From an optimization exercise on the open Yosys and OpenROAD flow, aimed at small area; shortcuts taken in it are not production practice.
At most, simulation tests tie the RTL to the original design; equivalence was not proved.

Setup of the previous run:
==> flow/design.v (excerpt) <==
module rv32i_core (
   input  logic        clock,
   input  logic        rst_n,
   output logic        wb_cyc,
   output logic        wb_stb,
   output logic [31:0] wb_adr,
   input  logic [31:0] wb_dat,
   input  logic        wb_ack,
   output logic        retire_valid,
   output logic [31:0] retire_pc,
   output logic [4:0]  retire_rd,
   output logic [31:0] retire_rd_value,
   output logic        retire_rd_write,
   output logic        halted
);
export LEC_CHECK = 0
export CAP_MARGIN = 20
export CORE_MARGIN = 2
export CORE_UTILIZATION = 65
export PLACE_DENSITY = 0.75
export SLEW_MARGIN = 20
create_clock -name core_clock -period 13.0 [get_ports {clock}]
standard.sh (not shown) runs the stock make flow with config.mk's settings and CLKGATE_MAP_FILE= SYNTH_SCRIPT=/design/flow/synth_recipe.tcl, a recipe that flattens the netlist after the stock synthesis.
==> flow/flow/run.sh <==
#!/bin/bash
# Own layout flow: the standard layout (standard.sh) with these changes.
#  - Synthesis: the standard flow's synthesis script unchanged, except that ABC maps the
#    logic with an area-oriented script (area.abc). The registers are mapped
#    before ABC runs, so they are the standard synthesis's registers.
#  - Clock tree: small leaf buffers under a strong root, no dummy loads.
#  - Port buffers: the smallest buffer cell. Every port still gets a buffer.
# Tool output: standard.log here, and ORFS's per-step logs under orfs/logs.
set -euo pipefail
W=$PWD
{ head -n 1 synth_recipe.tcl; cat flow/abc_override.tcl; tail -n +2 synth_recipe.tcl; } > own_synth.tcl
sed "s|SYNTH_SCRIPT=[^ ]*|SYNTH_SCRIPT=$W/own_synth.tcl|" standard.sh > own_standard.sh
grep -q "SYNTH_SCRIPT=$W/own_synth.tcl" own_standard.sh
export OWN_ABC_SCRIPT=$W/flow/area.abc
export CTS_ARGS="-sink_clustering_enable -repair_clock_nets -dont_use_dummy_load -root_buf sky130_fd_sc_hd__clkbuf_16 -buf_list sky130_fd_sc_hd__clkbuf_4 -sink_clustering_size 10 -sink_clustering_max_diameter 40"
export BUFFER_PORTS_ARGS="-buffer_cell sky130_fd_sc_hd__buf_1"
bash own_standard.sh > standard.log 2>&1
==> flow/flow/abc_override.tcl <==
# ABC with an area-oriented mapping script in place of ORFS's default one
proc abc {args} {
  set i [lsearch -exact $args -script]
  if {$i >= 0} { set args [lreplace $args [expr {$i + 1}] [expr {$i + 1}] $::env(OWN_ABC_SCRIPT)] }
  set j [lsearch -exact $args -D]
  if {$j >= 0} { set args [lreplace $args $j [expr {$j + 1}]] }
  yosys abc {*}$args
}
==> flow/flow/area.abc <==
strash
dch -f
amap
topo
The previous run: flow completed, timing, DRC and antenna clean
The following lists how the current run was set up differently from the previous run:
-- flow/design.v --
<<< the previous run, line 63
   logic [31:7] ins;
   logic [2:0]  cls;
   logic        alt;
   logic [4:0]  S;
   wire         isShift;
   always_ff @(posedge clock) begin
      if (ack) begin
         ins <= wb_dat[31:7];
         cls <= dcls;
         alt <= (wb_dat[31:25] == 7'b0100000);
      end else begin
         for (int j = 0; j < 5; j++)
            if (sA & isShift & (ph == j)) ins[25 + j] <= bop;
      end
   end
   assign S = ins[29:25];
   wire isOP    = (cls == C_OP);
   wire isOPIMM = (cls == C_OPIMM);
>>> the current run, line 63
   logic [31:7] ins;
   logic [2:0]  cls;
   always_ff @(posedge clock) begin
      if (ack) begin
         ins <= wb_dat[31:7];
         cls <= dcls;
      end
   end
   wire isOP    = (cls == C_OP);
   wire isOPIMM = (cls == C_OPIMM);
<<< the previous run, line 91
   wire [4:0] rs1 = ins[19:15];
   wire [4:0] rs2 = ins[24:20];
   wire isSLL = isALU & (f3 == 3'b001);
   wire isSR  = isALU & (f3 == 3'b101);
   assign isShift = isSLL | isSR;
   wire isSLT = isALU & (f3[2:1] == 2'b01);
   wire sub   = isOP & alt & (f3 == 3'b000);
>>> the current run, line 83
   wire [4:0] rs1 = ins[19:15];
   wire [4:0] rs2 = ins[24:20];
   wire       alt = (ins[31:25] == 7'b0100000);
   wire isSLL = isALU & (f3 == 3'b001);
   wire isSR  = isALU & (f3 == 3'b101);
   wire isSLT = isALU & (f3[2:1] == 2'b01);
   wire sub   = isOP & alt & (f3 == 3'b000);
<<< the previous run, line 178
   end
   wire taken = isBR & (f3[2] ? (lt ^ f3[0]) : (~f3[1] & (eq ^ f3[0])));
   logic [4:0] sx;
   always_comb begin
      for (int j = 0; j < 5; j++)
>>> the current run, line 170
   end
   wire taken = isBR & (f3[2] ? (lt ^ f3[0]) : (~f3[1] & (eq ^ f3[0])));
   logic [4:0] S;
   logic [4:0] sx;
   always_ff @(posedge clock) begin
      for (int j = 0; j < 5; j++)
         if (sA & (ph == j)) S[j] <= bop;
   end
   always_comb begin
      for (int j = 0; j < 5; j++)
Results
- Against the previous run, the current run reports a data arrival time at the worst-slack endpoint that is lower.
- The current run vs the previous run: routed length on met3 down in the current run
- Compared with the previous run, non-clock buffer count in the current run increased slightly.
- Compared to the previous run, the current run has fraction of standard cell area that is sequential 0.35 points higher.
- In the current run, the worst setup slack came out 1.41 ns above the value in the previous run.
- Looking at clock skew, the current run sits below the previous run.
- | filler cell count in the final layout | the current run vs the previous run | ≈ equal |
- For hold slack, the previous run and the current run come out practically identical.
- Via count delta for the current run relative to the previous run: 0.67% lower
- Relative to the previous run, critical path depth decreased by about 15% in the current run.
- The previous run has higher share of cell area taken by multi-input logic gates than the current run.
The RTL of the current run was laid out without a check of its function.

==> port drivers added, routing unchanged <==
How much do the figures lean on ideal ports? The routed layouts below were timed once more, with nothing changed but the port constraints.
Step 1, drivers: a clkbuf_16 drives clock and a buf_2 each remaining input, both assumed.
Step 2 moves the port delays by t, midway between the first and last clock arrival at a register: inputs arrive t later, outputs are due t later. That takes back most of the time a late clock gives input paths.
Three values: no drivers, after step 1, after step 2; two values: the first two.
run	t (ns)	setup WS [ns]	clock arrival spread, ns
the previous run	0.636	1.558 / 1.504 / 2.140	0.109 / 0.109
the current run	0.637	2.970 / 2.914 / 3.550	0.091 / 0.091
After both steps every run listed still meets setup and hold.
